Context: an optimization exercise on an open-source flow, tuned for small area, a short achievable clock period and few clock cycles. The choices shown serve that exercise and are no tape-out recipe.
Only simulation tests tie the RTL to the original design; equivalence was not proved.
Power figures rest on the tool's default switching activity, not on a simulated workload.

==> flow/design.v (outline; a module is shown in full before it is edited, if it fits) <==
// module conv2d_stream: 3230 lines
// module cv_fa: 10 lines
module conv2d_stream #(
  parameter int IMAGE_WIDTH  = 64,
  parameter int IMAGE_HEIGHT = 64,
  parameter int FILTER_SIZE  = 3,
  parameter int STRIDE       = 1,
  parameter int DATA_W       = 8,
  parameter int COEF_W       = 8,
  parameter int ACC_W        = 20
) (
  input  logic                                          clk,
  input  logic                                          rst,
  input  logic                                          start,
  input  logic [FILTER_SIZE*FILTER_SIZE*COEF_W-1:0]     filter,
  input  logic [DATA_W-1:0]                             pix_in,
  input  logic                                          pix_valid,
  output logic                                          pix_ready,
  output logic [ACC_W-1:0]                              res_out,
  output logic                                          res_valid,
  input  logic                                          res_ready,
  output logic                                          busy,
  output logic                                          done,
  output logic [$clog2(IMAGE_HEIGHT)-1:0]               row_count,
  output logic [$clog2(IMAGE_WIDTH)-1:0]                col_count
);
  // ...
==> flow/flow/run.sh <==
#!/bin/bash
# The standard layout (standard.sh: the standard flow's synthesis and ORFS flow), with
# faster port buffers and timing repair aimed below the 12 ns clock.
set -euo pipefail
bash standard.sh \
  BUFFER_PORTS_ARGS="-buffer_cell sky130_fd_sc_hd__buf_2" \
  SETUP_SLACK_MARGIN=8.4 \
  TNS_END_PERCENT=0 \
  finish > flow_make.log 2>&1
==> flow/standard.sh <==
#!/bin/bash
# synth_recipe.tcl (not shown) runs the flow's synth.tcl, then flattens the netlist and writes it again
# the make line also repeats each setting of config.mk as NAME=value (left out here)
make -C /OpenROAD-flow-scripts/flow DESIGN_CONFIG=/design/flow/config.mk WORK_HOME=/design/flow/orfs CLKGATE_MAP_FILE= SYNTH_SCRIPT=/design/flow/synth_recipe.tcl "${@:-finish}"
==> flow/config.mk <==
export PLATFORM = sky130hd
export DESIGN_NAME = conv2d_stream
export DESIGN_NICKNAME = conv2d_stream
export VERILOG_FILES = /design/flow/design.v
export SDC_FILE = /design/flow/constraint.sdc
export NUM_CORES = 4
export LEC_CHECK = 0
export CAP_MARGIN = 20
export CORE_MARGIN = 2
export CORE_UTILIZATION = 40
export PLACE_DENSITY = 0.6
export SLEW_MARGIN = 20
export SYNTH_HIERARCHICAL = 1
==> flow/constraint.sdc <==
create_clock -name core_clock -period 12.0 [get_ports {clk}]
set_input_delay 2.4000 -clock core_clock [delete_from_list [all_inputs] [get_ports {clk}]]
set_output_delay 2.4000 -clock core_clock [all_outputs]
set_load 0.01 [all_outputs]
==> flow_results.org, run 1 <==
** CTS
- Total clock buffers created by CTS :: 116
- CTS resizes :: 20
- The clock reaches the later pin of the worst-skew pair after 0.73 ns.
- Clock-pin slew on the worst setup and hold paths :: 0.08 ns
- CTS Root Buffer Type :: clkbuf_16

** Pwr
- For the combinational group, total power comes out at 2410 uW.

** Global routing
- The number of antenna violations at the first check in global routing is 1.
- Pin count of the biggest net entering global routing :: 49

** Place
- In this run the cell area measured after placement is 0.0469 mm^2.
- Number of buffers inserted by port buffering :: between 100 and 150
- After detailed placement, the design holds a cell count of 4712.
- At the end of routability-driven placement, the weighted congestion stood at 0.873.

** STA
- Worst clock skew :: roughly 0.11 ns
- Setup repair after global routing could not meet its margin everywhere.
- Worst Tran Pin Value :: 0.928 ns
- Measured against its own limit, the worst slew margin works out to 0.378.
- Max-slew violation count :: 0

** Drt
- Detailed-routing wirelength on met1 :: ~42000 um
- Detailed route wirelength on metal2 :: 45100 um
- Summed over all layers, the routed wires come to ~100000 um.
- Residual DRC count :: 0
- In the detailed route, the total length drawn on met3 is 7340 um.

** Finish
- Antenna diode count :: 0
- Area added between synthesis and finish :: 13.7%
- Of the total standard cell area in the layout, the sequential portion is 0.529.
- Fraction of area in multi-input gates :: 0.335
- Commonest non-fill, non-tap cell in the layout :: dfxtp_1
- The layout has 160 clock buffers.

** Critical path
- STA classifies the critical path startpoint as a register.
- Origin of the worst setup path :: filt_q[1]
- In this design, the critical path's most frequently occurring cell is fa_1.

** Die
- In this run the standard cell core region covers 0.111 mm^2.
- Die width :: 339 um
- DIE HEIGHT :: 339 um

** Synth
- Synthesis handed over a netlist of ~3200 instances.

** Run status
- Run status :: complete, no violations
Testbench counts, summed over its fixed seeds: cycles 98,424.
==> inputs of run 2 (changes only) <==
--- a/flow/design.v
+++ b/flow/design.v
@@ -17,104 +17,81 @@
   output logic [ACC_W-1:0]                              res_out,
   output logic                                          res_valid,
   input  logic                                          res_ready,
   output logic                                          busy,
   output logic                                          done,
   output logic [$clog2(IMAGE_HEIGHT)-1:0]               row_count,
   output logic [$clog2(IMAGE_WIDTH)-1:0]                col_count
 );
-  localparam int M    = 38;    
-  localparam int AMAX = 2;     
-  logic        pr_q, busy_q, done_q, all_in, fin;
-  logic [5:0]  rot;                  
-  logic [11:0] ei, ed;               
-  logic        v1;                   
-  logic        acc, start_e, pop, ofree, deliver, drop, issue;
-  logic [2:0]  a;
-  logic        a_ok;
-  logic [12:0] pn;                   
-  logic        lag_ok;
-  logic        all_in_n, fin_n, rv_n, done_n;
-  logic [11:0] ed_nx, ei_nx;
+  localparam int M = 38;    
+  logic        pr_q, busy_q, done_q, all_in, fin, v1;
+  logic [5:0]  rot;
+  logic [11:0] ed;
+  logic [11:0] ed_nx, cnt_nx;
+  logic [5:0]  rot_nx;
+  logic        rot_wrap, last_pix, ed_last, issue;
+  logic        lag00, lag01, lag10, lag11;
+  cv_ctl #(.M(M)) u_ctl (
+    .row_count(row_count), .col_count(col_count), .all_in(all_in),
+    .busy(busy_q), .fin(fin), .v1(v1), .rot(rot), .ed(ed),
+    .ed_nx(ed_nx), .cnt_nx(cnt_nx), .rot_nx(rot_nx), .rot_wrap(rot_wrap),
+    .last_pix(last_pix), .ed_last(ed_last), .issue(issue),
+    .lag00(lag00), .lag01(lag01), .lag10(lag10), .lag11(lag11)
+  );
+  logic acc, start_e, pop, ofree, deliver, drop, lag_ok;
+  logic all_in_n, fin_n, rv_n, done_n;
   assign pix_ready = pr_q;
   assign busy      = busy_q;
   assign done      = done_q;
-  assign acc     = pix_valid & pr_q;
-  assign start_e = start & ~busy_q & ~done_q;
-  assign pn      = {all_in, row_count, col_count};
-  assign a    = (rot == 6'd0) ? 3'd0 : 3'(6'(M) - rot);
-  assign a_ok = (rot == 6'd0) || (rot >= 6'(M - AMAX));
-  assign issue = busy_q & ~fin & a_ok & (pn == 13'(ei) + 13'(a) + 13'd1);
-  assign ofree   = ~res_valid | res_ready;
-  assign pop     = res_valid & res_ready;
-  assign deliver = v1 & ofree;
-  assign drop    = v1 & ~ofree;
-  assign ed_nx  = (ed[5:0] == 6'd63) ? {ed[11:6] + 6'd1, 6'd2} : ed + 12'd1;
-  assign ei_nx  = (ei[5:0] == 6'd63) ? {ei[11:6] + 6'd1, 6'd2} : ei + 12'd1;
-  logic signed [12:0] lag;
-  logic [1:0] step;
-  logic lag00, lag01, lag10, lag11;
-  assign lag   = $signed(pn - {1'b0, ed});
-  assign step  = (ed[5:0] == 6'd63) ? 2'd3 : 2'd1;
-  assign lag00 = lag <= $signed(13'(AMAX));
-  assign lag10 = lag <= $signed(13'(AMAX - 1));
-  assign lag01 = lag - $signed({11'd0, step}) <= $signed(13'(AMAX));
-  assign lag11 = lag - $signed({11'd0, step}) <= $signed(13'(AMAX - 1));
-  assign lag_ok = acc ? (deliver ? lag11 : lag10) : (deliver ? lag01 : lag00);
-  assign all_in_n = all_in | (acc & (row_count == 6'd63) & (col_count == 6'd63));
-  assign fin_n    = fin | (deliver & (ed == 12'hfff));
+  assign acc      = pix_valid & pr_q;
+  assign start_e  = start & ~busy_q & ~done_q;
+  assign ofree    = ~res_valid | res_ready;
+  assign pop      = res_valid & res_ready;
+  assign deliver  = v1 & ofree;
+  assign drop     = v1 & ~ofree;
+  assign lag_ok   = acc ? (deliver ? lag11 : lag10) : (deliver ? lag01 : lag00);
+  assign all_in_n = all_in | (acc & last_pix);
+  assign fin_n    = fin | (deliver & ed_last);
   assign rv_n     = deliver | (res_valid & ~pop);
   assign done_n   = busy_q & fin_n & ~rv_n;
   always_ff @(posedge clk) begin
     if (rst) begin
       pr_q      <= 1'b0;
       busy_q    <= 1'b0;
       done_q    <= 1'b0;
       all_in    <= 1'b0;
       fin       <= 1'b0;
       rot       <= '0;
-      ei        <= {6'd2, 6'd2};
       ed        <= {6'd2, 6'd2};
       v1        <= 1'b0;
       res_valid <= 1'b0;
       row_count <= '0;
       col_count <= '0;
     end else begin
       done_q    <= done_n;
       busy_q    <= start_e | (busy_q & ~done_n);
       res_valid <= rv_n;
       if (start_e) begin
         pr_q      <= 1'b1;
         all_in    <= 1'b0;
         fin       <= 1'b0;
         rot       <= '0;
-        ei        <= {6'd2, 6'd2};
         ed        <= {6'd2, 6'd2};
         v1        <= 1'b0;
         row_count <= '0;
         col_count <= '0;
       end else begin
-        pr_q   <= busy_q & ~done_n & ~all_in_n & lag_ok &
-                  (acc | (rot == 6'(M - 1)));
+        pr_q   <= busy_q & ~all_in_n & lag_ok & (acc | rot_wrap);
         all_in <= all_in_n & ~done_n;
         fin    <= fin_n & ~done_n;
-        rot    <= acc ? 6'd0 : ((rot == 6'(M - 1)) ? 6'd0 : rot + 6'd1);
+        rot    <= acc ? 6'd0 : rot_nx;
+        v1     <= issue & ~drop;
         if (deliver) ed <= ed_nx;
-        if (drop) begin
-          v1 <= 1'b0;
-          ei <= ed;
-        end else begin
-          v1 <= issue;
-          if (issue) ei <= ei_nx;
-        end
-        if (acc) begin
-          col_count <= col_count + 1'b1;
-          if (col_count == 6'd63) row_count <= row_count + 1'b1;
-        end
+        if (acc) {row_count, col_count} <= cnt_nx;
       end
     end
   end
   logic [71:0] filt_q;
   always_ff @(posedge clk) begin
     if (start_e) filt_q <= filter;
   end
   logic [7:0] r0 [M];
@@ -1848,116 +1825,160 @@
   logic fs1123;
   logic fc1124;
   logic fs1125;
   logic fc1126;
   logic fs1127;
   logic fc1128;
   logic fs1129;
   logic fc1130;
+  logic q_pp0_0_0;
+  logic q_pp1_0_0;
+  logic q_pp2_0_0;
+  logic q_pp3_0_0;
+  logic q_pp4_0_0;
   logic q_pp5_0_0;
   logic q_pp6_0_0;
   logic q_pp7_0_0;
   logic q_pp8_0_0;
-  logic q_fs899;
-  logic q_fs901;
+  logic q_pp7_0_1;
+  logic q_pp7_1_0;
+  logic q_pp8_0_1;
+  logic q_pp8_1_0;
+  logic q_fs633;
+  logic q_fs635;
+  logic q_fs637;
+  logic q_fs791;
   logic q_fs793;
-  logic q_fs903;
-  logic q_fs905;
-  logic q_fs907;
-  logic q_fc900;
-  logic q_fc902;
-  logic q_fs909;
-  logic q_fs911;
-  logic q_fs913;
-  logic q_fc904;
-  logic q_fc906;
-  logic q_fc908;
-  logic q_fs915;
-  logic q_fs917;
-  logic q_fs919;
-  logic q_fc910;
-  logic q_fc912;
-  logic q_fc914;
-  logic q_fs921;
-  logic q_fs923;
-  logic q_fs925;
-  logic q_fc916;
-  logic q_fc918;
-  logic q_fc920;
-  logic q_fs927;
-  logic q_fs929;
-  logic q_fs931;
-  logic q_fc922;
-  logic q_fc924;
-  logic q_fc926;
-  logic q_fs933;
-  logic q_fs935;
-  logic q_fs937;
-  logic q_fc928;
-  logic q_fc930;
-  logic q_fc932;
-  logic q_fs939;
-  logic q_fs941;
-  logic q_fs943;
-  logic q_fc934;
-  logic q_fc936;
-  logic q_fc938;
-  logic q_fs945;
-  logic q_fs947;
-  logic q_fs949;
-  logic q_fc940;
-  logic q_fc942;
-  logic q_fc944;
-  logic q_fs951;
-  logic q_fs953;
-  logic q_fs955;
-  logic q_fc946;
-  logic q_fc948;
-  logic q_fc950;
-  logic q_fs957;
-  logic q_fs959;
-  logic q_fs961;
-  logic q_fc952;
-  logic q_fc954;
-  logic q_fc956;
-  logic q_fs963;
-  logic q_fs965;
-  logic q_fs967;
-  logic q_fc958;
-  logic q_fc960;
-  logic q_fc962;
-  logic q_fs969;
-  logic q_fs971;
-  logic q_fs973;
-  logic q_fc964;
-  logic q_fc966;
-  logic q_fc968;
-  logic q_fs975;
-  logic q_fs977;
-  logic q_fs979;
-  logic q_fc970;
-  logic q_fc972;
-  logic q_fc974;
-  logic q_fs981;
-  logic q_fs983;
-  logic q_fs985;
-  logic q_fc976;
-  logic q_fc978;
-  logic q_fc980;
-  logic q_fs987;
-  logic q_fs989;
-  logic q_fs991;
-  logic q_fc982;
-  logic q_fc984;
-  logic q_fc986;
+  logic q_fs647;
+  logic q_fc634;
+  logic q_fc636;
+  logic q_fc638;
+  logic q_fs795;
+  logic q_fs797;
+  logic q_fs799;
+  logic q_fc792;
+  logic q_fc794;
+  logic q_fc646;
+  logic q_fc648;
+  logic q_fs801;
+  logic q_fs803;
+  logic q_fs805;
+  logic q_fs807;
+  logic q_fc796;
+  logic q_fc798;
+  logic q_fc800;
+  logic q_fc660;
+  logic q_fs809;
+  logic q_fs811;
+  logic q_fs813;
+  logic q_fs815;
+  logic q_fc802;
+  logic q_fc804;
+  logic q_fc806;
+  logic q_fc808;
+  logic q_fc672;
+  logic q_fs817;
+  logic q_fs819;
+  logic q_fs821;
+  logic q_fs823;
+  logic q_fc810;
+  logic q_fc812;
+  logic q_fc814;
+  logic q_fc816;
+  logic q_fc684;
+  logic q_fs825;
+  logic q_fs827;
+  logic q_fs829;
+  logic q_fs831;
+  logic q_fc818;
+  logic q_fc820;
+  logic q_fc822;
+  logic q_fc824;
+  logic q_fs833;
+  logic q_fs835;
+  logic q_fs837;
+  logic q_fs839;
+  logic q_fc826;
+  logic q_fc828;
+  logic q_fc830;
+  logic q_fc832;
+  logic q_fc708;
+  logic q_fs841;
+  logic q_fs843;
+  logic q_fs845;
+  logic q_fs847;
+  logic q_fc834;
+  logic q_fc836;
+  logic q_fc838;
+  logic q_fc840;
+  logic q_fc720;
+  logic q_fs849;
+  logic q_fs851;
+  logic q_fs853;
+  logic q_fs855;
+  logic q_fc842;
+  logic q_fc844;
+  logic q_fc846;
+  logic q_fc848;
+  logic q_fc732;
+  logic q_fs857;
+  logic q_fs859;
+  logic q_fs861;
+  logic q_fs863;
+  logic q_fc850;
+  logic q_fc852;
+  logic q_fc854;
+  logic q_fc856;
+  logic q_fc744;
+  logic q_fs865;
+  logic q_fs867;
+  logic q_fs869;
+  logic q_fs871;
+  logic q_fc858;
+  logic q_fc860;
+  logic q_fc862;
+  logic q_fc864;
+  logic q_fc756;
+  logic q_fs873;
+  logic q_fs875;
+  logic q_fs877;
+  logic q_fs879;
+  logic q_fc866;
+  logic q_fc868;
+  logic q_fc870;
+  logic q_fc872;
+  logic q_fc768;
+  logic q_fs881;
+  logic q_fs883;
+  logic q_fs885;
+  logic q_fs887;
+  logic q_fc874;
+  logic q_fc876;
+  logic q_fc878;
+  logic q_fc880;
+  logic q_fc780;
+  logic q_fs889;
+  logic q_fs891;
+  logic q_fs893;
+  logic q_fs895;
+  logic q_fc882;
+  logic q_fc884;
+  logic q_fc886;
+  logic q_fc888;
+  logic q_fc784;
+  logic q_fc786;
+  logic q_fc788;
+  logic q_fc790;
+  logic q_fs897;
+  logic q_fc890;
+  logic q_fc892;
+  logic q_fc894;
+  logic q_fc896;
   logic q_fc898;
-  logic q_fc988;
-  logic q_fc990;
-  logic q_fc992;
   assign pp0_0_0 = ~(c0[0] & x0[0]);
   assign pp0_0_1 = ~(c0[0] & x0[1]);
   assign pp0_0_2 = ~(c0[0] & x0[2]);
   assign pp0_0_3 = ~(c0[0] & x0[3]);
   assign pp0_0_4 = ~(c0[0] & x0[4]);
   assign pp0_0_5 = ~(c0[0] & x0[5]);
   assign pp0_0_6 = ~(c0[0] & x0[6]);
   assign pp0_0_7 = ~(c0[0] & x0[7]);
@@ -2989,104 +3010,104 @@
   cv_fa u_fs885 (.a(fs779), .b(fc758), .c(fc760), .s(fs885), .co(fc886));
   cv_fa u_fs887 (.a(fc762), .b(fc764), .c(fc766), .s(fs887), .co(fc888));
   cv_fa u_fs889 (.a(fc630), .b(fc632), .c(fs781), .s(fs889), .co(fc890));
   cv_fa u_fs891 (.a(fs783), .b(fs785), .c(fs787), .s(fs891), .co(fc892));
   cv_fa u_fs893 (.a(fs789), .b(fc770), .c(fc772), .s(fs893), .co(fc894));
   cv_fa u_fs895 (.a(fc774), .b(fc776), .c(fc778), .s(fs895), .co(fc896));
   assign fs897 = ~fc782;
   assign fc898 = fc782;
-  cv_fa u_fs899 (.a(pp0_0_0), .b(pp1_0_0), .c(pp2_0_0), .s(fs899), .co(fc900));
-  assign fs901 = ~(pp3_0_0 ^ pp4_0_0);
-  assign fc902 = pp3_0_0 | pp4_0_0;
-  cv_fa u_fs903 (.a(pp7_0_1), .b(pp7_1_0), .c(pp8_0_1), .s(fs903), .co(fc904));
-  cv_fa u_fs905 (.a(pp8_1_0), .b(fs633), .c(fs635), .s(fs905), .co(fc906));
-  assign fs907 = ~(fs637 ^ fs791);
-  assign fc908 = fs637 | fs791;
-  cv_fa u_fs909 (.a(fs647), .b(fc634), .c(fc636), .s(fs909), .co(fc910));
-  cv_fa u_fs911 (.a(fc638), .b(fs795), .c(fs797), .s(fs911), .co(fc912));
-  cv_fa u_fs913 (.a(fs799), .b(fc792), .c(fc794), .s(fs913), .co(fc914));
-  cv_fa u_fs915 (.a(fc646), .b(fc648), .c(fs801), .s(fs915), .co(fc916));
-  cv_fa u_fs917 (.a(fs803), .b(fs805), .c(fs807), .s(fs917), .co(fc918));
-  cv_fa u_fs919 (.a(fc796), .b(fc798), .c(fc800), .s(fs919), .co(fc920));
-  cv_fa u_fs921 (.a(fc660), .b(fs809), .c(fs811), .s(fs921), .co(fc922));
-  cv_fa u_fs923 (.a(fs813), .b(fs815), .c(fc802), .s(fs923), .co(fc924));
-  cv_fa u_fs925 (.a(fc804), .b(fc806), .c(fc808), .s(fs925), .co(fc926));
-  cv_fa u_fs927 (.a(fc672), .b(fs817), .c(fs819), .s(fs927), .co(fc928));
-  cv_fa u_fs929 (.a(fs821), .b(fs823), .c(fc810), .s(fs929), .co(fc930));
-  cv_fa u_fs931 (.a(fc812), .b(fc814), .c(fc816), .s(fs931), .co(fc932));
-  cv_fa u_fs933 (.a(fc684), .b(fs825), .c(fs827), .s(fs933), .co(fc934));
-  cv_fa u_fs935 (.a(fs829), .b(fs831), .c(fc818), .s(fs935), .co(fc936));
-  cv_fa u_fs937 (.a(fc820), .b(fc822), .c(fc824), .s(fs937), .co(fc938));
-  cv_fa u_fs939 (.a(fs833), .b(fs835), .c(fs837), .s(fs939), .co(fc940));
-  cv_fa u_fs941 (.a(fs839), .b(fc826), .c(fc828), .s(fs941), .co(fc942));
-  assign fs943 = fc830 ^ fc832;
-  assign fc944 = fc830 & fc832;
-  cv_fa u_fs945 (.a(fc708), .b(fs841), .c(fs843), .s(fs945), .co(fc946));
-  cv_fa u_fs947 (.a(fs845), .b(fs847), .c(fc834), .s(fs947), .co(fc948));
-  cv_fa u_fs949 (.a(fc836), .b(fc838), .c(fc840), .s(fs949), .co(fc950));
-  cv_fa u_fs951 (.a(fc720), .b(fs849), .c(fs851), .s(fs951), .co(fc952));
-  cv_fa u_fs953 (.a(fs853), .b(fs855), .c(fc842), .s(fs953), .co(fc954));
-  cv_fa u_fs955 (.a(fc844), .b(fc846), .c(fc848), .s(fs955), .co(fc956));
-  cv_fa u_fs957 (.a(fc732), .b(fs857), .c(fs859), .s(fs957), .co(fc958));
-  cv_fa u_fs959 (.a(fs861), .b(fs863), .c(fc850), .s(fs959), .co(fc960));
-  cv_fa u_fs961 (.a(fc852), .b(fc854), .c(fc856), .s(fs961), .co(fc962));
-  cv_fa u_fs963 (.a(fc744), .b(fs865), .c(fs867), .s(fs963), .co(fc964));
-  cv_fa u_fs965 (.a(fs869), .b(fs871), .c(fc858), .s(fs965), .co(fc966));
-  cv_fa u_fs967 (.a(fc860), .b(fc862), .c(fc864), .s(fs967), .co(fc968));
-  cv_fa u_fs969 (.a(fc756), .b(fs873), .c(fs875), .s(fs969), .co(fc970));
-  cv_fa u_fs971 (.a(fs877), .b(fs879), .c(fc866), .s(fs971), .co(fc972));
-  cv_fa u_fs973 (.a(fc868), .b(fc870), .c(fc872), .s(fs973), .co(fc974));
-  cv_fa u_fs975 (.a(fc768), .b(fs881), .c(fs883), .s(fs975), .co(fc976));
-  cv_fa u_fs977 (.a(fs885), .b(fs887), .c(fc874), .s(fs977), .co(fc978));
-  cv_fa u_fs979 (.a(fc876), .b(fc878), .c(fc880), .s(fs979), .co(fc980));
-  cv_fa u_fs981 (.a(fc780), .b(fs889), .c(fs891), .s(fs981), .co(fc982));
-  cv_fa u_fs983 (.a(fs893), .b(fs895), .c(fc882), .s(fs983), .co(fc984));
-  cv_fa u_fs985 (.a(fc884), .b(fc886), .c(fc888), .s(fs985), .co(fc986));
-  cv_fa u_fs987 (.a(fc784), .b(fc786), .c(fc788), .s(fs987), .co(fc988));
-  cv_fa u_fs989 (.a(fc790), .b(fs897), .c(fc890), .s(fs989), .co(fc990));
-  cv_fa u_fs991 (.a(fc892), .b(fc894), .c(fc896), .s(fs991), .co(fc992));
+  cv_fa u_fs899 (.a(q_pp0_0_0), .b(q_pp1_0_0), .c(q_pp2_0_0), .s(fs899), .co(fc900));
+  assign fs901 = ~(q_pp3_0_0 ^ q_pp4_0_0);
+  assign fc902 = q_pp3_0_0 | q_pp4_0_0;
+  cv_fa u_fs903 (.a(q_pp7_0_1), .b(q_pp7_1_0), .c(q_pp8_0_1), .s(fs903), .co(fc904));
+  cv_fa u_fs905 (.a(q_pp8_1_0), .b(q_fs633), .c(q_fs635), .s(fs905), .co(fc906));
+  assign fs907 = ~(q_fs637 ^ q_fs791);
+  assign fc908 = q_fs637 | q_fs791;
+  cv_fa u_fs909 (.a(q_fs647), .b(q_fc634), .c(q_fc636), .s(fs909), .co(fc910));
+  cv_fa u_fs911 (.a(q_fc638), .b(q_fs795), .c(q_fs797), .s(fs911), .co(fc912));
+  cv_fa u_fs913 (.a(q_fs799), .b(q_fc792), .c(q_fc794), .s(fs913), .co(fc914));
+  cv_fa u_fs915 (.a(q_fc646), .b(q_fc648), .c(q_fs801), .s(fs915), .co(fc916));
+  cv_fa u_fs917 (.a(q_fs803), .b(q_fs805), .c(q_fs807), .s(fs917), .co(fc918));
+  cv_fa u_fs919 (.a(q_fc796), .b(q_fc798), .c(q_fc800), .s(fs919), .co(fc920));
+  cv_fa u_fs921 (.a(q_fc660), .b(q_fs809), .c(q_fs811), .s(fs921), .co(fc922));
+  cv_fa u_fs923 (.a(q_fs813), .b(q_fs815), .c(q_fc802), .s(fs923), .co(fc924));
+  cv_fa u_fs925 (.a(q_fc804), .b(q_fc806), .c(q_fc808), .s(fs925), .co(fc926));
+  cv_fa u_fs927 (.a(q_fc672), .b(q_fs817), .c(q_fs819), .s(fs927), .co(fc928));
+  cv_fa u_fs929 (.a(q_fs821), .b(q_fs823), .c(q_fc810), .s(fs929), .co(fc930));
+  cv_fa u_fs931 (.a(q_fc812), .b(q_fc814), .c(q_fc816), .s(fs931), .co(fc932));
+  cv_fa u_fs933 (.a(q_fc684), .b(q_fs825), .c(q_fs827), .s(fs933), .co(fc934));
+  cv_fa u_fs935 (.a(q_fs829), .b(q_fs831), .c(q_fc818), .s(fs935), .co(fc936));
+  cv_fa u_fs937 (.a(q_fc820), .b(q_fc822), .c(q_fc824), .s(fs937), .co(fc938));
+  cv_fa u_fs939 (.a(q_fs833), .b(q_fs835), .c(q_fs837), .s(fs939), .co(fc940));
+  cv_fa u_fs941 (.a(q_fs839), .b(q_fc826), .c(q_fc828), .s(fs941), .co(fc942));
+  assign fs943 = q_fc830 ^ q_fc832;
+  assign fc944 = q_fc830 & q_fc832;
+  cv_fa u_fs945 (.a(q_fc708), .b(q_fs841), .c(q_fs843), .s(fs945), .co(fc946));
+  cv_fa u_fs947 (.a(q_fs845), .b(q_fs847), .c(q_fc834), .s(fs947), .co(fc948));
+  cv_fa u_fs949 (.a(q_fc836), .b(q_fc838), .c(q_fc840), .s(fs949), .co(fc950));
+  cv_fa u_fs951 (.a(q_fc720), .b(q_fs849), .c(q_fs851), .s(fs951), .co(fc952));
+  cv_fa u_fs953 (.a(q_fs853), .b(q_fs855), .c(q_fc842), .s(fs953), .co(fc954));
+  cv_fa u_fs955 (.a(q_fc844), .b(q_fc846), .c(q_fc848), .s(fs955), .co(fc956));
+  cv_fa u_fs957 (.a(q_fc732), .b(q_fs857), .c(q_fs859), .s(fs957), .co(fc958));
+  cv_fa u_fs959 (.a(q_fs861), .b(q_fs863), .c(q_fc850), .s(fs959), .co(fc960));
+  cv_fa u_fs961 (.a(q_fc852), .b(q_fc854), .c(q_fc856), .s(fs961), .co(fc962));
+  cv_fa u_fs963 (.a(q_fc744), .b(q_fs865), .c(q_fs867), .s(fs963), .co(fc964));
+  cv_fa u_fs965 (.a(q_fs869), .b(q_fs871), .c(q_fc858), .s(fs965), .co(fc966));
+  cv_fa u_fs967 (.a(q_fc860), .b(q_fc862), .c(q_fc864), .s(fs967), .co(fc968));
+  cv_fa u_fs969 (.a(q_fc756), .b(q_fs873), .c(q_fs875), .s(fs969), .co(fc970));
+  cv_fa u_fs971 (.a(q_fs877), .b(q_fs879), .c(q_fc866), .s(fs971), .co(fc972));
+  cv_fa u_fs973 (.a(q_fc868), .b(q_fc870), .c(q_fc872), .s(fs973), .co(fc974));
+  cv_fa u_fs975 (.a(q_fc768), .b(q_fs881), .c(q_fs883), .s(fs975), .co(fc976));
+  cv_fa u_fs977 (.a(q_fs885), .b(q_fs887), .c(q_fc874), .s(fs977), .co(fc978));
+  cv_fa u_fs979 (.a(q_fc876), .b(q_fc878), .c(q_fc880), .s(fs979), .co(fc980));
+  cv_fa u_fs981 (.a(q_fc780), .b(q_fs889), .c(q_fs891), .s(fs981), .co(fc982));
+  cv_fa u_fs983 (.a(q_fs893), .b(q_fs895), .c(q_fc882), .s(fs983), .co(fc984));
+  cv_fa u_fs985 (.a(q_fc884), .b(q_fc886), .c(q_fc888), .s(fs985), .co(fc986));
+  cv_fa u_fs987 (.a(q_fc784), .b(q_fc786), .c(q_fc788), .s(fs987), .co(fc988));
+  cv_fa u_fs989 (.a(q_fc790), .b(q_fs897), .c(q_fc890), .s(fs989), .co(fc990));
+  cv_fa u_fs991 (.a(q_fc892), .b(q_fc894), .c(q_fc896), .s(fs991), .co(fc992));
   cv_fa u_fs993 (.a(q_pp5_0_0), .b(q_pp6_0_0), .c(q_pp7_0_0), .s(fs993), .co(fc994));
-  cv_fa u_fs995 (.a(q_fs793), .b(q_fs903), .c(q_fs905), .s(fs995), .co(fc996));
-  assign fs997 = ~(q_fs907 ^ q_fc900);
-  assign fc998 = q_fs907 | q_fc900;
-  cv_fa u_fs999 (.a(q_fs909), .b(q_fs911), .c(q_fs913), .s(fs999), .co(fc1000));
-  cv_fa u_fs1001 (.a(q_fc904), .b(q_fc906), .c(q_fc908), .s(fs1001), .co(fc1002));
-  cv_fa u_fs1003 (.a(q_fs915), .b(q_fs917), .c(q_fs919), .s(fs1003), .co(fc1004));
-  cv_fa u_fs1005 (.a(q_fc910), .b(q_fc912), .c(q_fc914), .s(fs1005), .co(fc1006));
-  cv_fa u_fs1007 (.a(q_fs921), .b(q_fs923), .c(q_fs925), .s(fs1007), .co(fc1008));
-  cv_fa u_fs1009 (.a(q_fc916), .b(q_fc918), .c(q_fc920), .s(fs1009), .co(fc1010));
-  cv_fa u_fs1011 (.a(q_fs927), .b(q_fs929), .c(q_fs931), .s(fs1011), .co(fc1012));
-  cv_fa u_fs1013 (.a(q_fc922), .b(q_fc924), .c(q_fc926), .s(fs1013), .co(fc1014));
-  cv_fa u_fs1015 (.a(q_fs933), .b(q_fs935), .c(q_fs937), .s(fs1015), .co(fc1016));
-  cv_fa u_fs1017 (.a(q_fc928), .b(q_fc930), .c(q_fc932), .s(fs1017), .co(fc1018));
-  cv_fa u_fs1019 (.a(q_fs939), .b(q_fs941), .c(q_fs943), .s(fs1019), .co(fc1020));
-  cv_fa u_fs1021 (.a(q_fc934), .b(q_fc936), .c(q_fc938), .s(fs1021), .co(fc1022));
-  cv_fa u_fs1023 (.a(q_fs945), .b(q_fs947), .c(q_fs949), .s(fs1023), .co(fc1024));
-  cv_fa u_fs1025 (.a(q_fc940), .b(q_fc942), .c(q_fc944), .s(fs1025), .co(fc1026));
-  cv_fa u_fs1027 (.a(q_fs951), .b(q_fs953), .c(q_fs955), .s(fs1027), .co(fc1028));
-  cv_fa u_fs1029 (.a(q_fc946), .b(q_fc948), .c(q_fc950), .s(fs1029), .co(fc1030));
-  cv_fa u_fs1031 (.a(q_fs957), .b(q_fs959), .c(q_fs961), .s(fs1031), .co(fc1032));
-  cv_fa u_fs1033 (.a(q_fc952), .b(q_fc954), .c(q_fc956), .s(fs1033), .co(fc1034));
-  cv_fa u_fs1035 (.a(q_fs963), .b(q_fs965), .c(q_fs967), .s(fs1035), .co(fc1036));
-  cv_fa u_fs1037 (.a(q_fc958), .b(q_fc960), .c(q_fc962), .s(fs1037), .co(fc1038));
-  cv_fa u_fs1039 (.a(q_fs969), .b(q_fs971), .c(q_fs973), .s(fs1039), .co(fc1040));
-  cv_fa u_fs1041 (.a(q_fc964), .b(q_fc966), .c(q_fc968), .s(fs1041), .co(fc1042));
-  cv_fa u_fs1043 (.a(q_fs975), .b(q_fs977), .c(q_fs979), .s(fs1043), .co(fc1044));
-  cv_fa u_fs1045 (.a(q_fc970), .b(q_fc972), .c(q_fc974), .s(fs1045), .co(fc1046));
-  cv_fa u_fs1047 (.a(q_fs981), .b(q_fs983), .c(q_fs985), .s(fs1047), .co(fc1048));
-  cv_fa u_fs1049 (.a(q_fc976), .b(q_fc978), .c(q_fc980), .s(fs1049), .co(fc1050));
-  cv_fa u_fs1051 (.a(q_fs987), .b(q_fs989), .c(q_fs991), .s(fs1051), .co(fc1052));
-  cv_fa u_fs1053 (.a(q_fc982), .b(q_fc984), .c(q_fc986), .s(fs1053), .co(fc1054));
-  cv_fa u_fs1055 (.a(q_fc898), .b(q_fc988), .c(q_fc990), .s(fs1055), .co(fc1056));
-  assign fs1057 = ~q_fc992;
-  assign fc1058 = q_fc992;
-  assign fs1059 = ~(q_pp8_0_0 ^ q_fs899);
-  assign fc1060 = q_pp8_0_0 | q_fs899;
-  cv_fa u_fs1061 (.a(q_fc902), .b(fs995), .c(fs997), .s(fs1061), .co(fc1062));
+  cv_fa u_fs995 (.a(q_fs793), .b(fs903), .c(fs905), .s(fs995), .co(fc996));
+  assign fs997 = ~(fs907 ^ fc900);
+  assign fc998 = fs907 | fc900;
+  cv_fa u_fs999 (.a(fs909), .b(fs911), .c(fs913), .s(fs999), .co(fc1000));
+  cv_fa u_fs1001 (.a(fc904), .b(fc906), .c(fc908), .s(fs1001), .co(fc1002));
+  cv_fa u_fs1003 (.a(fs915), .b(fs917), .c(fs919), .s(fs1003), .co(fc1004));
+  cv_fa u_fs1005 (.a(fc910), .b(fc912), .c(fc914), .s(fs1005), .co(fc1006));
+  cv_fa u_fs1007 (.a(fs921), .b(fs923), .c(fs925), .s(fs1007), .co(fc1008));
+  cv_fa u_fs1009 (.a(fc916), .b(fc918), .c(fc920), .s(fs1009), .co(fc1010));
+  cv_fa u_fs1011 (.a(fs927), .b(fs929), .c(fs931), .s(fs1011), .co(fc1012));
+  cv_fa u_fs1013 (.a(fc922), .b(fc924), .c(fc926), .s(fs1013), .co(fc1014));
+  cv_fa u_fs1015 (.a(fs933), .b(fs935), .c(fs937), .s(fs1015), .co(fc1016));
+  cv_fa u_fs1017 (.a(fc928), .b(fc930), .c(fc932), .s(fs1017), .co(fc1018));
+  cv_fa u_fs1019 (.a(fs939), .b(fs941), .c(fs943), .s(fs1019), .co(fc1020));
+  cv_fa u_fs1021 (.a(fc934), .b(fc936), .c(fc938), .s(fs1021), .co(fc1022));
+  cv_fa u_fs1023 (.a(fs945), .b(fs947), .c(fs949), .s(fs1023), .co(fc1024));
+  cv_fa u_fs1025 (.a(fc940), .b(fc942), .c(fc944), .s(fs1025), .co(fc1026));
+  cv_fa u_fs1027 (.a(fs951), .b(fs953), .c(fs955), .s(fs1027), .co(fc1028));
+  cv_fa u_fs1029 (.a(fc946), .b(fc948), .c(fc950), .s(fs1029), .co(fc1030));
+  cv_fa u_fs1031 (.a(fs957), .b(fs959), .c(fs961), .s(fs1031), .co(fc1032));
+  cv_fa u_fs1033 (.a(fc952), .b(fc954), .c(fc956), .s(fs1033), .co(fc1034));
+  cv_fa u_fs1035 (.a(fs963), .b(fs965), .c(fs967), .s(fs1035), .co(fc1036));
+  cv_fa u_fs1037 (.a(fc958), .b(fc960), .c(fc962), .s(fs1037), .co(fc1038));
+  cv_fa u_fs1039 (.a(fs969), .b(fs971), .c(fs973), .s(fs1039), .co(fc1040));
+  cv_fa u_fs1041 (.a(fc964), .b(fc966), .c(fc968), .s(fs1041), .co(fc1042));
+  cv_fa u_fs1043 (.a(fs975), .b(fs977), .c(fs979), .s(fs1043), .co(fc1044));
+  cv_fa u_fs1045 (.a(fc970), .b(fc972), .c(fc974), .s(fs1045), .co(fc1046));
+  cv_fa u_fs1047 (.a(fs981), .b(fs983), .c(fs985), .s(fs1047), .co(fc1048));
+  cv_fa u_fs1049 (.a(fc976), .b(fc978), .c(fc980), .s(fs1049), .co(fc1050));
+  cv_fa u_fs1051 (.a(fs987), .b(fs989), .c(fs991), .s(fs1051), .co(fc1052));
+  cv_fa u_fs1053 (.a(fc982), .b(fc984), .c(fc986), .s(fs1053), .co(fc1054));
+  cv_fa u_fs1055 (.a(q_fc898), .b(fc988), .c(fc990), .s(fs1055), .co(fc1056));
+  assign fs1057 = ~fc992;
+  assign fc1058 = fc992;
+  assign fs1059 = ~(q_pp8_0_0 ^ fs899);
+  assign fc1060 = q_pp8_0_0 | fs899;
+  cv_fa u_fs1061 (.a(fc902), .b(fs995), .c(fs997), .s(fs1061), .co(fc1062));
   cv_fa u_fs1063 (.a(fs999), .b(fs1001), .c(fc996), .s(fs1063), .co(fc1064));
   cv_fa u_fs1065 (.a(fs1003), .b(fs1005), .c(fc1000), .s(fs1065), .co(fc1066));
   cv_fa u_fs1067 (.a(fs1007), .b(fs1009), .c(fc1004), .s(fs1067), .co(fc1068));
   cv_fa u_fs1069 (.a(fs1011), .b(fs1013), .c(fc1008), .s(fs1069), .co(fc1070));
   cv_fa u_fs1071 (.a(fs1015), .b(fs1017), .c(fc1012), .s(fs1071), .co(fc1072));
   cv_fa u_fs1073 (.a(fs1019), .b(fs1021), .c(fc1016), .s(fs1073), .co(fc1074));
   cv_fa u_fs1075 (.a(fs1023), .b(fs1025), .c(fc1020), .s(fs1075), .co(fc1076));
   cv_fa u_fs1077 (.a(fs1027), .b(fs1029), .c(fc1024), .s(fs1077), .co(fc1078));
@@ -3094,18 +3115,18 @@
   cv_fa u_fs1081 (.a(fs1035), .b(fs1037), .c(fc1032), .s(fs1081), .co(fc1082));
   cv_fa u_fs1083 (.a(fs1039), .b(fs1041), .c(fc1036), .s(fs1083), .co(fc1084));
   cv_fa u_fs1085 (.a(fs1043), .b(fs1045), .c(fc1040), .s(fs1085), .co(fc1086));
   cv_fa u_fs1087 (.a(fs1047), .b(fs1049), .c(fc1044), .s(fs1087), .co(fc1088));
   cv_fa u_fs1089 (.a(fs1051), .b(fs1053), .c(fc1048), .s(fs1089), .co(fc1090));
   cv_fa u_fs1091 (.a(fs1055), .b(fs1057), .c(fc1052), .s(fs1091), .co(fc1092));
   assign fs1093 = ~fc1056;
   assign fc1094 = fc1056;
-  assign fs1095 = ~(q_fs901 ^ fs993);
-  assign fc1096 = q_fs901 | fs993;
+  assign fs1095 = ~(fs901 ^ fs993);
+  assign fc1096 = fs901 | fs993;
   cv_fa u_fs1097 (.a(fc994), .b(fs1061), .c(fc1060), .s(fs1097), .co(fc1098));
   cv_fa u_fs1099 (.a(fc998), .b(fs1063), .c(fc1062), .s(fs1099), .co(fc1100));
   cv_fa u_fs1101 (.a(fc1002), .b(fs1065), .c(fc1064), .s(fs1101), .co(fc1102));
   cv_fa u_fs1103 (.a(fc1006), .b(fs1067), .c(fc1066), .s(fs1103), .co(fc1104));
   cv_fa u_fs1105 (.a(fc1010), .b(fs1069), .c(fc1068), .s(fs1105), .co(fc1106));
   cv_fa u_fs1107 (.a(fc1014), .b(fs1071), .c(fc1070), .s(fs1107), .co(fc1108));
   cv_fa u_fs1109 (.a(fc1018), .b(fs1073), .c(fc1072), .s(fs1109), .co(fc1110));
   cv_fa u_fs1111 (.a(fc1022), .b(fs1075), .c(fc1074), .s(fs1111), .co(fc1112));
@@ -3114,125 +3135,216 @@
   cv_fa u_fs1117 (.a(fc1034), .b(fs1081), .c(fc1080), .s(fs1117), .co(fc1118));
   cv_fa u_fs1119 (.a(fc1038), .b(fs1083), .c(fc1082), .s(fs1119), .co(fc1120));
   cv_fa u_fs1121 (.a(fc1042), .b(fs1085), .c(fc1084), .s(fs1121), .co(fc1122));
   cv_fa u_fs1123 (.a(fc1046), .b(fs1087), .c(fc1086), .s(fs1123), .co(fc1124));
   cv_fa u_fs1125 (.a(fc1050), .b(fs1089), .c(fc1088), .s(fs1125), .co(fc1126));
   cv_fa u_fs1127 (.a(fc1054), .b(fs1091), .c(fc1090), .s(fs1127), .co(fc1128));
   cv_fa u_fs1129 (.a(fc1058), .b(fs1093), .c(fc1092), .s(fs1129), .co(fc1130));
   always_ff @(posedge clk) begin
+    q_pp0_0_0 <= pp0_0_0;
+    q_pp1_0_0 <= pp1_0_0;
+    q_pp2_0_0 <= pp2_0_0;
+    q_pp3_0_0 <= pp3_0_0;
+    q_pp4_0_0 <= pp4_0_0;
     q_pp5_0_0 <= pp5_0_0;
     q_pp6_0_0 <= pp6_0_0;
     q_pp7_0_0 <= pp7_0_0;
     q_pp8_0_0 <= pp8_0_0;
-    q_fs899 <= fs899;
-    q_fs901 <= fs901;
+    q_pp7_0_1 <= pp7_0_1;
+    q_pp7_1_0 <= pp7_1_0;
+    q_pp8_0_1 <= pp8_0_1;
+    q_pp8_1_0 <= pp8_1_0;
+    q_fs633 <= fs633;
+    q_fs635 <= fs635;
+    q_fs637 <= fs637;
+    q_fs791 <= fs791;
     q_fs793 <= fs793;
-    q_fs903 <= fs903;
-    q_fs905 <= fs905;
-    q_fs907 <= fs907;
-    q_fc900 <= fc900;
-    q_fc902 <= fc902;
-    q_fs909 <= fs909;
-    q_fs911 <= fs911;
-    q_fs913 <= fs913;
-    q_fc904 <= fc904;
-    q_fc906 <= fc906;
-    q_fc908 <= fc908;
-    q_fs915 <= fs915;
-    q_fs917 <= fs917;
-    q_fs919 <= fs919;
-    q_fc910 <= fc910;
-    q_fc912 <= fc912;
-    q_fc914 <= fc914;
-    q_fs921 <= fs921;
-    q_fs923 <= fs923;
-    q_fs925 <= fs925;
-    q_fc916 <= fc916;
-    q_fc918 <= fc918;
-    q_fc920 <= fc920;
-    q_fs927 <= fs927;
-    q_fs929 <= fs929;
-    q_fs931 <= fs931;
-    q_fc922 <= fc922;
-    q_fc924 <= fc924;
-    q_fc926 <= fc926;
-    q_fs933 <= fs933;
-    q_fs935 <= fs935;
-    q_fs937 <= fs937;
-    q_fc928 <= fc928;
-    q_fc930 <= fc930;
-    q_fc932 <= fc932;
-    q_fs939 <= fs939;
-    q_fs941 <= fs941;
-    q_fs943 <= fs943;
-    q_fc934 <= fc934;
-    q_fc936 <= fc936;
-    q_fc938 <= fc938;
-    q_fs945 <= fs945;
-    q_fs947 <= fs947;
-    q_fs949 <= fs949;
-    q_fc940 <= fc940;
-    q_fc942 <= fc942;
-    q_fc944 <= fc944;
-    q_fs951 <= fs951;
-    q_fs953 <= fs953;
-    q_fs955 <= fs955;
-    q_fc946 <= fc946;
-    q_fc948 <= fc948;
-    q_fc950 <= fc950;
-    q_fs957 <= fs957;
-    q_fs959 <= fs959;
-    q_fs961 <= fs961;
-    q_fc952 <= fc952;
-    q_fc954 <= fc954;
-    q_fc956 <= fc956;
-    q_fs963 <= fs963;
-    q_fs965 <= fs965;
-    q_fs967 <= fs967;
-    q_fc958 <= fc958;
-    q_fc960 <= fc960;
-    q_fc962 <= fc962;
-    q_fs969 <= fs969;
-    q_fs971 <= fs971;
-    q_fs973 <= fs973;
-    q_fc964 <= fc964;
-    q_fc966 <= fc966;
-    q_fc968 <= fc968;
-    q_fs975 <= fs975;
-    q_fs977 <= fs977;
-    q_fs979 <= fs979;
-    q_fc970 <= fc970;
-    q_fc972 <= fc972;
-    q_fc974 <= fc974;
-    q_fs981 <= fs981;
-    q_fs983 <= fs983;
-    q_fs985 <= fs985;
-    q_fc976 <= fc976;
-    q_fc978 <= fc978;
-    q_fc980 <= fc980;
-    q_fs987 <= fs987;
-    q_fs989 <= fs989;
-    q_fs991 <= fs991;
-    q_fc982 <= fc982;
-    q_fc984 <= fc984;
-    q_fc986 <= fc986;
+    q_fs647 <= fs647;
+    q_fc634 <= fc634;
+    q_fc636 <= fc636;
+    q_fc638 <= fc638;
+    q_fs795 <= fs795;
+    q_fs797 <= fs797;
+    q_fs799 <= fs799;
+    q_fc792 <= fc792;
+    q_fc794 <= fc794;
+    q_fc646 <= fc646;
+    q_fc648 <= fc648;
+    q_fs801 <= fs801;
+    q_fs803 <= fs803;
+    q_fs805 <= fs805;
+    q_fs807 <= fs807;
+    q_fc796 <= fc796;
+    q_fc798 <= fc798;
+    q_fc800 <= fc800;
+    q_fc660 <= fc660;
+    q_fs809 <= fs809;
+    q_fs811 <= fs811;
+    q_fs813 <= fs813;
+    q_fs815 <= fs815;
+    q_fc802 <= fc802;
+    q_fc804 <= fc804;
+    q_fc806 <= fc806;
+    q_fc808 <= fc808;
+    q_fc672 <= fc672;
+    q_fs817 <= fs817;
+    q_fs819 <= fs819;
+    q_fs821 <= fs821;
+    q_fs823 <= fs823;
+    q_fc810 <= fc810;
+    q_fc812 <= fc812;
+    q_fc814 <= fc814;
+    q_fc816 <= fc816;
+    q_fc684 <= fc684;
+    q_fs825 <= fs825;
+    q_fs827 <= fs827;
+    q_fs829 <= fs829;
+    q_fs831 <= fs831;
+    q_fc818 <= fc818;
+    q_fc820 <= fc820;
+    q_fc822 <= fc822;
+    q_fc824 <= fc824;
+    q_fs833 <= fs833;
+    q_fs835 <= fs835;
+    q_fs837 <= fs837;
+    q_fs839 <= fs839;
+    q_fc826 <= fc826;
+    q_fc828 <= fc828;
+    q_fc830 <= fc830;
+    q_fc832 <= fc832;
+    q_fc708 <= fc708;
+    q_fs841 <= fs841;
+    q_fs843 <= fs843;
+    q_fs845 <= fs845;
+    q_fs847 <= fs847;
+    q_fc834 <= fc834;
+    q_fc836 <= fc836;
+    q_fc838 <= fc838;
+    q_fc840 <= fc840;
+    q_fc720 <= fc720;
+    q_fs849 <= fs849;
+    q_fs851 <= fs851;
+    q_fs853 <= fs853;
+    q_fs855 <= fs855;
+    q_fc842 <= fc842;
+    q_fc844 <= fc844;
+    q_fc846 <= fc846;
+    q_fc848 <= fc848;
+    q_fc732 <= fc732;
+    q_fs857 <= fs857;
+    q_fs859 <= fs859;
+    q_fs861 <= fs861;
+    q_fs863 <= fs863;
+    q_fc850 <= fc850;
+    q_fc852 <= fc852;
+    q_fc854 <= fc854;
+    q_fc856 <= fc856;
+    q_fc744 <= fc744;
+    q_fs865 <= fs865;
+    q_fs867 <= fs867;
+    q_fs869 <= fs869;
+    q_fs871 <= fs871;
+    q_fc858 <= fc858;
+    q_fc860 <= fc860;
+    q_fc862 <= fc862;
+    q_fc864 <= fc864;
+    q_fc756 <= fc756;
+    q_fs873 <= fs873;
+    q_fs875 <= fs875;
+    q_fs877 <= fs877;
+    q_fs879 <= fs879;
+    q_fc866 <= fc866;
+    q_fc868 <= fc868;
+    q_fc870 <= fc870;
+    q_fc872 <= fc872;
+    q_fc768 <= fc768;
+    q_fs881 <= fs881;
+    q_fs883 <= fs883;
+    q_fs885 <= fs885;
+    q_fs887 <= fs887;
+    q_fc874 <= fc874;
+    q_fc876 <= fc876;
+    q_fc878 <= fc878;
+    q_fc880 <= fc880;
+    q_fc780 <= fc780;
+    q_fs889 <= fs889;
+    q_fs891 <= fs891;
+    q_fs893 <= fs893;
+    q_fs895 <= fs895;
+    q_fc882 <= fc882;
+    q_fc884 <= fc884;
+    q_fc886 <= fc886;
+    q_fc888 <= fc888;
+    q_fc784 <= fc784;
+    q_fc786 <= fc786;
+    q_fc788 <= fc788;
+    q_fc790 <= fc790;
+    q_fs897 <= fs897;
+    q_fc890 <= fc890;
+    q_fc892 <= fc892;
+    q_fc894 <= fc894;
+    q_fc896 <= fc896;
     q_fc898 <= fc898;
-    q_fc988 <= fc988;
-    q_fc990 <= fc990;
-    q_fc992 <= fc992;
   end
   logic [19:0] ta, tb, sum;
   assign ta = {1'b0, fc1094, fs1129, fs1127, fs1125, fs1123, fs1121, fs1119, fs1117, fs1115, fs1113, fs1111, fs1109, fs1107, fs1105, fs1103, fs1101, fs1099, fs1097, fs1059};
   assign tb = {1'b1, fc1130, fc1128, fc1126, fc1124, fc1122, fc1120, fc1118, fc1116, fc1114, fc1112, fc1110, fc1108, fc1106, fc1104, fc1102, fc1100, fc1098, fc1096, fs1095};
   assign sum = ~(ta + tb + 20'd1);
   always_ff @(posedge clk) begin
     if (deliver) res_out <= sum;
   end
 endmodule
+module cv_ctl #(
+  parameter int M = 38
+) (
+  input  logic [5:0]  row_count,
+  input  logic [5:0]  col_count,
+  input  logic        all_in,
+  input  logic        busy,
+  input  logic        fin,
+  input  logic        v1,
+  input  logic [5:0]  rot,
+  input  logic [11:0] ed,
+  output logic [11:0] ed_nx,
+  output logic [11:0] cnt_nx,
+  output logic [5:0]  rot_nx,
+  output logic        rot_wrap,
+  output logic        last_pix,
+  output logic        ed_last,
+  output logic        issue,
+  output logic        lag00,
+  output logic        lag01,
+  output logic        lag10,
+  output logic        lag11
+);
+  localparam int AMAX = 2;    
+  logic [12:0] pn;            
+  logic [1:0]  step;
+  logic signed [12:0] d, di;
+  logic [1:0]  a;
+  logic        a_ok;
+  assign pn       = {all_in, row_count, col_count};
+  assign cnt_nx   = {row_count, col_count} + 12'd1;
+  assign rot_wrap = (rot == 6'(M - 1));
+  assign rot_nx   = rot_wrap ? 6'd0 : rot + 6'd1;
+  assign last_pix = (row_count == 6'd63) & (col_count == 6'd63);
+  assign ed_last  = (ed == 12'hfff);
+  assign step     = (ed[5:0] == 6'd63) ? 2'd3 : 2'd1;
+  assign ed_nx    = ed + 12'(step);
+  assign d     = $signed(pn - 13'd1 - {1'b0, ed});
+  assign lag00 = d <= $signed(13'(AMAX - 1));
+  assign lag10 = d <= $signed(13'(AMAX - 2));
+  assign lag01 = d - $signed({11'd0, step}) <= $signed(13'(AMAX - 1));
+  assign lag11 = d - $signed({11'd0, step}) <= $signed(13'(AMAX - 2));
+  assign a_ok  = (rot == 6'd0) || (rot >= 6'(M - AMAX));
+  assign a     = (rot == 6'd0) ? 2'd0 : 2'(6'(M) - rot);
+  assign di    = v1 ? d - $signed({11'd0, step}) : d;
+  assign issue = busy & ~fin & a_ok & (di == $signed({11'd0, a}));
+endmodule
 module cv_fa (
   input  logic a,
   input  logic b,
   input  logic c,
   output logic s,
   output logic co
 );
   assign s  = a ^ b ^ c;
==> run 2 against run 1 <==
Net effect: still clean; sequential power increased by 2%; die area increased by 0.90%; setup slack improved by 0.24 ns; synthesized cell count decreased by 0.37%; sequential cell count increased by 32; global-route usage increased by 0.097 points; final area increased by 1.3%; critical path depth increased by 2; hold slack improved by 0.083 ns; critical path type unchanged; largest cell class unchanged.
==> flow_results.org, run 2 <==
** STA
- The number of hold violations in the final report came to 0.
- Setup violations remaining at the end of the flow were counted as 0.
- Max-slew violation count :: 0 (unchanged)
- The slew at the pin closest to its max-slew limit was 1.04 ns (+0.113 ns).
- Max Freq :: between 0.2 and 0.25 GHz
- Worst clock skew :: 0.0278 ns (-0.0773 ns)
- Shortest clock period the worst path allows after layout :: ~4.1 ns
- Final clock period utilization by the worst path :: 0.340
- Setup slack of the critical path after layout :: 7.92 ns
- Final-layout setup total negative slack :: 0 ns
- Relative slew slack :: 0.306 (-0.0724)
- Unrepaired setup endpoints after global routing :: true

** Place
- Worst setup timing slack at the placement stage :: 7.72 ns
- The placer's final routability congestion estimate was 0.912 (+4.6%).
- Number of buffers inserted by port buffering :: 120 (unchanged)
- HPWL after detailed placement :: roughly 74000 um

** CTS
- Total clock sinks :: 1337
- The clock buffer count from CTS is 132 (+14%).
- Quantity of hold-fixing buffers added after cts :: 0
- Clock Tree Buf Depth :: 3
- Clock tree from TritonCTS :: done
- The H-tree was split into 4 levels.
- The clock transition at the register clock pins on the worst setup and hold paths after CTS came to 0.07 ns (about the same).
- Clock latency reported for the late side of the worst-skew pair :: 0.72 ns (about the same)
- CTS placed an instance of clkbuf_16 at the clock tree root.

** Critical path
- Origin of the worst setup path :: q_fs803
- The critical path goes through fa_1 -> fa_1 -> fa_1 -> fa_1 -> ha_4 -> and2_4 -> a221oi_4 -> a21boi_2 -> or4_1 -> and3_1.
- Cell occurring most often along the worst timing path :: fa_1
- The startpoint identified for the worst register-to-register timing path is q_fs803.
- The worst setup path is launched from a register.
- Peak fanout along the critical path :: 4
- In this design, the largest share of critical-path delay is due to adder cells.
- STA classifies the critical path endpoint as a register.
- Critical path data required time :: 12.46 ns
- Together, buffers and inverters on the worst path number 0.
- In this run the number of cells on the critical path is 10.
- Worst reg-to-reg setup slack :: slightly below 8 ns
- In this design, the stage delay of the slowest critical-path cell is 0.57 ns.
- The critical path is of the reg -> reg type.
- The number of cells on the worst reg-to-reg path is 10.
- Slowest cell on the critical path :: fa_1
- At the worst endpoint, the arrival time is 4.54 ns.

** Synth
- Portion of the post-synthesis area used by sequential elements :: 0.610
- Avg Inst Size Synth :: 14.0 um^2
- Among all flip-flop cells after synthesis, the most frequent one is dfxtp_1.
- Dominant cell by count in the synthesized netlist :: dfxtp_1
- The synthesized netlist contains 69 unique library cells.
- Fraction of registers with async set or reset after synthesis :: 0
- In this run, synthesis produced a sequential element count of 1337.
- Number of enable-type register cells in the synthesized netlist :: 92
- Cell area after technology mapping :: approximately 0.045 mm^2
- After synthesis, the most frequently instantiated cells are dfxtp_1 (1245), nand2_1 (661), fa_1 (544), clkbuf_1 (139), edfxtp_1 (92).
- Yosys printed 12 warnings.
- The number of instances in the synthesized netlist was 3231 (-0.37%).
- Area contributors post-synth :: dfxtp_1 (55%), fa_1 (24%), edfxtp_1 (6.1%)
- The number of nets in the synthesized netlist is 3920.
- Share of the synthesized area in the top cell type :: 0.549
- Biggest area consumer among synthesized cells :: dfxtp_1

** Die
- The die width is 341 um (+0.45%).
- Pin placement for this block handled 121 I/O pins.
- The height of the die came to 341 um (+0.45%).
- Effective utilization at floorplan :: 0.403
- Placement Rows :: ~120
- Std-Cell Core Area :: 0.112 mm^2 (+1.2%)
- The die covers 0.116 mm^2.

** Drt
- Across all layers, the routed design uses between 20000 and 25000 vias.
- Initial detailed-routing violation count :: 1595
- Wire length per cell :: between 15 and 20 um
- Remaining number of nets flagged by the antenna check after routing :: 0
- Residual DRC count :: 0 (unchanged)
- Dividing the detail-routed via count by the number of cells gives 4.61.
- Routed WL :: 97600 um (-0.49%)
- The first detailed-routing pass took 5 iterations.

** Pwr
- Leakage power of the design :: 0.0182 uW
- For this design the ratio of total power to cell area is approximately 240 mW/mm^2.
- Total power for the finished layout comes to between 10000 and 15000 uW.
- VDD sags by at most around 560 uV.

** Global routing
- The first global-routing pass estimated 150000 um of wire.
- The pin count of the biggest net entering global routing is 69 (+41%).
- After global routing the overflow that remains totals 0.
- Initial antenna violation count :: 1 (unchanged)
- In the global route stage, overall resource usage came out at 0.174.
- Via count of the first global-routing pass :: 24500

** Finish
- Commonest cells after routing, fill and taps aside :: dfxtp_1 (1245), nand2_1 (660), fa_1 (543)
- Final Util :: 0.460
- The library cell used most frequently in the layout, excluding fill and tap cells, is dfxtp_1.
- In the final layout, the registers with the most flip-flops are r0 (304), r1 (304), r2 (304).
- Compared with the post-synthesis result, the final layout area differs by 14.1%.
- Share of post-route cells with drive strength above 1 :: 0.109
- The count of antenna diodes in the layout was 0 (unchanged).
- Final layout net count :: 4038

** Min path
- Worst hold stages :: 0
- The worst hold path belongs to the class reg -> reg.
- The startpoint identified for the worst hold timing path is r0[29][6].

** Flow run
- The tool flagged a number of max-cap violations equal to 0.

** Run status
- The flow ran to the end and the layout has no timing, DRC or antenna violations.
-- run 2: cell types whose count changed in the layout (fill, tap and decap cells not counted), sizes merged, moves of 8 or more --
| cell | before | now |
|---|---|---|
| nand4 | 13 | 4 |
| and3 | 10 | 21 |
| nand2 | 623 | 661 |
| dfxtp | 1213 | 1245 |
| o21ai | 32 | 23 |
| ha | 68 | 60 |
| clkbuf | 160 | 191 |
| clkinv | 35 | 22 |
| xor2 | 29 | 17 |
| nor2 | 75 | 25 |
-- run 2: timing repair --
item | CTS | global route
setup buffers | 0 | 0
endpoints found under the hold margin | 0 | 0
endpoints found under the setup margin | 74 | 91
pin swaps | 8 | 7
resized for setup | 18 | 4
-- run 2: Yosys stat by module, one instance, submodules excluded, a selection --
module	copies in the design	flip-flops and latches	cells
conv2d_stream	1	1337	2492
cv_fa	541	0	1
-- run 2: cells by family (layout without fill, tap and decap cells) --
kind of cell,count (synthesis),after routing,share of synthesized area
AO/OA/AOI/OAI,136,136,0.0211
XOR/XNOR,47,47,0.00907
adder cells (fa/ha/maj),604,604,0.257
buffers and inverters,230,448,0.0193
flip-flops,1337,1337,0.610
multiplexers,6,6,0.00143
AND/OR/NAND/NOR,871,871,0.0823
-- run 2: layout make-up --
cell class	count	area, um^2
fillers	9866	60700
repair buffers	129	668
multi-input cells	1664	16900
flip-flops and latches	1337	27700
clock buffers	191	3830
well taps	1500	1880
clock inverters	43	478
inverters	85	319
-- run 2: path summary, 6_finish.rpt --
kind / to
worst max-delay path: res_out[7]
worst min-delay path: r0[30][6]
worst max register to register: res_out[7]
worst min register to register: r0[30][6]
-- run 2: layer usage --
layer / share of wire / wire length (um) / global-route usage / vias to the layer above
met2: 0.46 / 44800 / 0.274 / 798
met5: 0 / 0 / 0 / -
met1: 0.43 / 42400 / 0.232 / 11500
met3: 0.063 / 6150 / 0.0375 / 190
li1: - / - / - / 10300
met4: 0.044 / 4270 / 0.0776 / 0
-- run 2: stage by stage --
stage	std cells	instance area, um^2	hold WS, ns
3_5_place_dp	4715	47400	0.312
3_3_place_gp	4715	47400	0.310
4_1_cts	4949	51800	0.303
2_1_floorplan	3231	45400	0.310
5_1_grt	4949	51800	0.298
6_report	4949	51800	0.308
-- run 2: power by group --
group | leakage, uW | total (uW) | switching, uW | internal (uW)
Clock | 0.00210 | 4020 | 1690 | 2330
Sequential | 0.0109 | 4860 | 104 | 4750
Combinational | 0.00512 | 3740 | 2160 | 1580
Testbench counts of run 2, summed over its fixed seeds: cycles 98,424.
==> inputs of run 3 (changes only) <==
--- a/flow/config.mk
+++ b/flow/config.mk
@@ -7,7 +7,7 @@
 export LEC_CHECK = 0
 export CAP_MARGIN = 20
 export CORE_MARGIN = 2
-export CORE_UTILIZATION = 40
-export PLACE_DENSITY = 0.6
+export CORE_UTILIZATION = 60
+export PLACE_DENSITY = 0.75
 export SLEW_MARGIN = 20
 export SYNTH_HIERARCHICAL = 1
==> run 3 against run 2 <==
Net effect: highest routed layer unchanged; critical endpoint is now res_out[16]; sequential power about the same; still clean; clock power down 2%; non-clock buffer count down 2; largest power group unchanged.
==> flow_results.org, run 3 <==
** Finish
- The area growth from synthesis to layout is 12.4%.
- Commonest non-fill, non-tap cell in the layout :: dfxtp_1
- Final layout net count :: 4021 (-0.42%)
- The total of fill cells in the finished design was 5035 (-49%).
- The area of the multi-input gates was 0.0169 mm^2 (about the same).
- Largest registers :: r0 (304), r1 (304), r2 (304)
- Share of post-route cells with drive strength above 1 :: 0.107 (-0.00182)
- The post-route non-filler standard cell count came to 4403 (-11%).
- Footprint of the flip-flops and latches :: 0.0277 mm^2 (unchanged)
- Commonest cells after routing, fill and taps aside :: dfxtp_1 (1245), nand2_1 (660), fa_1 (543)

** Die
- Total die area :: 0.0778 mm^2 (-33%)
- Die width :: 279 um (-18%)
- DIE HEIGHT :: 279 um (-18%)
- The area of the placeable core is 0.0747 mm^2 (-34%).
- The count of pins on the block boundary came to 121 (unchanged).
- Placement Rows :: 100 (-19%)
- Effective utilization at floorplan :: 0.607 (+0.204)

** CTS
- Clock tree from TritonCTS :: done
- Clock Tree Buf Depth :: 3 (unchanged)
- Clock latency reported for the late side of the worst-skew pair :: 0.73 ns (about the same)
- CTS H-tree lvls :: 3 (-1)
- The clock transition at the register clock pins on the worst setup and hold paths after CTS is 0.07 ns (about the same).
- The number of clock sinks seen by CTS is 1337 (unchanged).
- Total clock buffers created by CTS :: 117 (-11%)
- The quantity of hold-fixing buffers added after cts was 0 (unchanged).
- CTS Root Buffer Type :: clkbuf_16

** Critical path
- The largest stage delay on the critical path is 0.57 ns (about the same).
- Critical setup path kind :: reg -> reg
- The worst setup path is launched from a register.
- Cells along the critical path :: fa_1 -> fa_1 -> fa_1 -> fa_1 -> ha_4 -> a211o_1 -> a211oi_4 -> nor3_1 -> a211oi_2 -> xor2_1
- The data arrival time of the critical path was 4.53 ns (about the same).
- The flop-to-flop setup slack came to 7.89 ns (-0.02 ns).
- Element type at the critical path end :: register
- Peak fanout along the critical path :: 6 (+2)
- Cell occurring most often along the worst timing path :: fa_1
- The kind of cell with the highest combined delay along the critical path is adder cells.
- Slowest cell on the critical path :: fa_1
- The required arrival time at the worst endpoint was 12.42 ns (-0.04 ns).
- The buffering stage count on the worst path with inverters included came to 0 (unchanged).

** Synth
- Portion of the post-synthesis area used by sequential elements :: 0.610 (unchanged)
- The net count after synthesis is 3920 (unchanged).
- Predominant post-synthesis flop cell :: dfxtp_1
- Dominant combinational cell family by area after synthesis :: adder cells
- The synthesized area per cell came to 14.0 um^2 (unchanged).
- Top cells by count, synth :: dfxtp_1 (1245), nand2_1 (661), fa_1 (544), clkbuf_1 (139), edfxtp_1 (92)
- Multiplexer share of the synthesized area :: 0.00143 (unchanged)
- Dominant cell by count in the synthesized netlist :: dfxtp_1
- Fraction of the mapped netlist area in compound gates :: 0.0211 (unchanged)
- The fraction of registers with async set/reset is 0 (unchanged).
- Fraction of synthesized cell area in xor and xnor cells :: 0.00907 (unchanged)
- Biggest area consumer among synthesized cells :: dfxtp_1
- Share of the synthesized area in the top cell type :: 0.549 (unchanged)
- After synthesis, the cell types taking the most area are dfxtp_1 (55%), fa_1 (24%), edfxtp_1 (6.1%).
- Adder-cell area share of the yosys netlist :: 0.257 (unchanged)
- The Yosys warning count came to 12 (unchanged).
- The number of enable flip-flop cells after synthesis was 92 (unchanged).
- Gate Count Post-Synth :: 3231 (unchanged)
- Yosys reg bits :: 1337 (unchanged)
- Cell area after technology mapping :: 0.0454 mm^2 (unchanged)
- The number of library cell types mapped by synthesis came to 69 (unchanged).
- The post-synthesis simple-gate area fraction came to 0.0823 (unchanged).

** Drt
- The number of DRC markers after the initial detailed-route iteration was 2034 (+28%).
- Routed WL :: 100000 um (+2.8%)
- Residual DRC count :: 0 (unchanged)
- Remaining number of nets flagged by the antenna check after routing :: 0 (unchanged)
- Routed vias/inst :: 5.31 (+15%)
- Vias :: 23400 (+2.5%)
- First-pass iteration count of the detailed router :: 8 (+3)
- Wire length per cell :: 22.8 um (+15%)

** Place
- The total half-perimeter wirelength after legalization and detailed placement is 74500 um (+1.2%).
- The number of cells in the design after placement came to 4180 (-11%).
- The quantity of I/O buffers inserted on ports was 120 (unchanged).
- The placer's final routability congestion estimate is 0.935 (+2.5%).

** STA
- Worst Tran Pin Value :: 0.841 ns (-0.200 ns)
- Final clock period utilization by the worst path :: 0.342 (+0.00201)
- The final worst hold slack was 0.255 ns (-0.0527 ns).
- The final critical path time including I/O delays and setup was 4.11 ns (+0.0242 ns).
- The max-slew violation total from the final report is 0 (unchanged).
- The headroom to the max-slew limit came to 0.439 (+0.133).
- The number of endpoints failing setup at the final stage is 0 (unchanged).
- Final hold vios :: 0 (unchanged)
- Unrepaired setup endpoints after global routing :: true
- Max Freq :: 0.243 GHz (-0.59%)
- The setup TNS is 0 ns (unchanged).
- The largest clock skew in the final design was 0.0863 ns (+0.0585 ns).

** Run status
- Run status :: complete, no violations

** Global routing
- First-pass GRT wire length :: 153000 um (+2.4%)
- Pin count of the biggest net entering global routing :: 60 (-13%)
- The number of global-route vias before repair came to 25500 (+4.2%).
- The number of antenna violations at the first check in global routing was 1 (unchanged).
- Total congestion overflow :: 0 (unchanged)
- Global router's overall resource usage :: 0.267 (+0.0934)

** Pwr
- Switching pwr :: 3940 uW (-0.34%)
- The cell internal power dissipation is 8540 uW (-1.4%).
- Total power density per cell area :: 245 mW/mm^2 (+0.45%)
- Comb power frac :: 0.295 (-0.002)
- The sequential group share of total power is 0.389 (+0.004).
- IR Drop Worst-Case VDD :: 515 uV (-7.9%)
- The switching portion of total power was 0.316 (+0.00241).
- Overall power after layout :: 12500 uW (-1.1%)
- Leakage power of the design :: 0.0181 uW (-0.39%)
- The clock network fraction of total power is 0.316 (-0.002).

** Min path
- Worst min path class :: reg -> reg

** Flow run
- Max_cap viols :: 0 (unchanged)
==> run 3: modules after synthesis, one instance, submodules excluded, excerpt <==
| module | flip-flops and latches | cells inside |
|---|---|---|
| conv2d_stream | 1337 | 2492 |
| cv_fa | 0 | 1 |
==> run 3: repair_timing <==
action	4_1_cts	5_1_grt
setup endpoints to repair	93	93
gates resized for setup	15	2
pin swaps	15	4
setup buffers	2	0
endpoints found under the hold margin	0	0
==> run 3: layout make-up <==
class | instances | area share
Timing Repair Buffer | 127 | 0.0128
Clock inverter | 61 | 0.0166
Tap cell | 969 | 0.0238
Sequential cell | 1337 | 0.543
Clock buffer | 159 | 0.0657
Multi-Input combinational cell | 1664 | 0.332
Inverter | 85 | 0.00626
Antenna cell | 1 | 0.0000491
==> run 3: routing by layer <==
metal  GRT usage  vias up  routed length (um)
met4       0.127        0                5160
li1            -    10300                   -
met3      0.0446      245                6870
met1       0.353    11800               40100
met5           0        -                   0
met2       0.436     1038               48100
==> run 3: cells by family after synthesis <==
group / after synthesis
flops: 1337
simple gates: 871
buf+inv: 230
compound gates: 136
mux: 6
fa+ha+maj: 604
xor+xnor: 47
==> run 3: worst paths after layout <==
kind	from	end	cells past startpoint
worst max-delay path	q_fs647	res_out[16]	10
worst min register to register	r3[3][1]	r3[4][1]	0
worst max register to register	q_fs647	res_out[16]	10
worst min-delay path	r3[3][1]	r3[4][1]	0
==> run 3: power groups by stage <==
stage / clock [uW] / sequential, uW / combinational, uW
global placement: 0 / 4940 / 3390
CTS: 4010 / 4850 / 3610
finish: 3940 / 4850 / 3680
floorplan: 0 / 4880 / 2700
detailed placement: 0 / 4950 / 3480
global route: 4190 / 4860 / 4040
==> run 3: stage by stage <==
stage	setup WS, ns	cell area, um^2	util
final	7.89	51000	0.682
after global routing	7.74	51000	0.682
after CTS	7.93	51000	0.682
after detailed placement	7.64	46700	0.625
after global placement	7.73	46700	0.625
after floorplan	6.95	45400	-
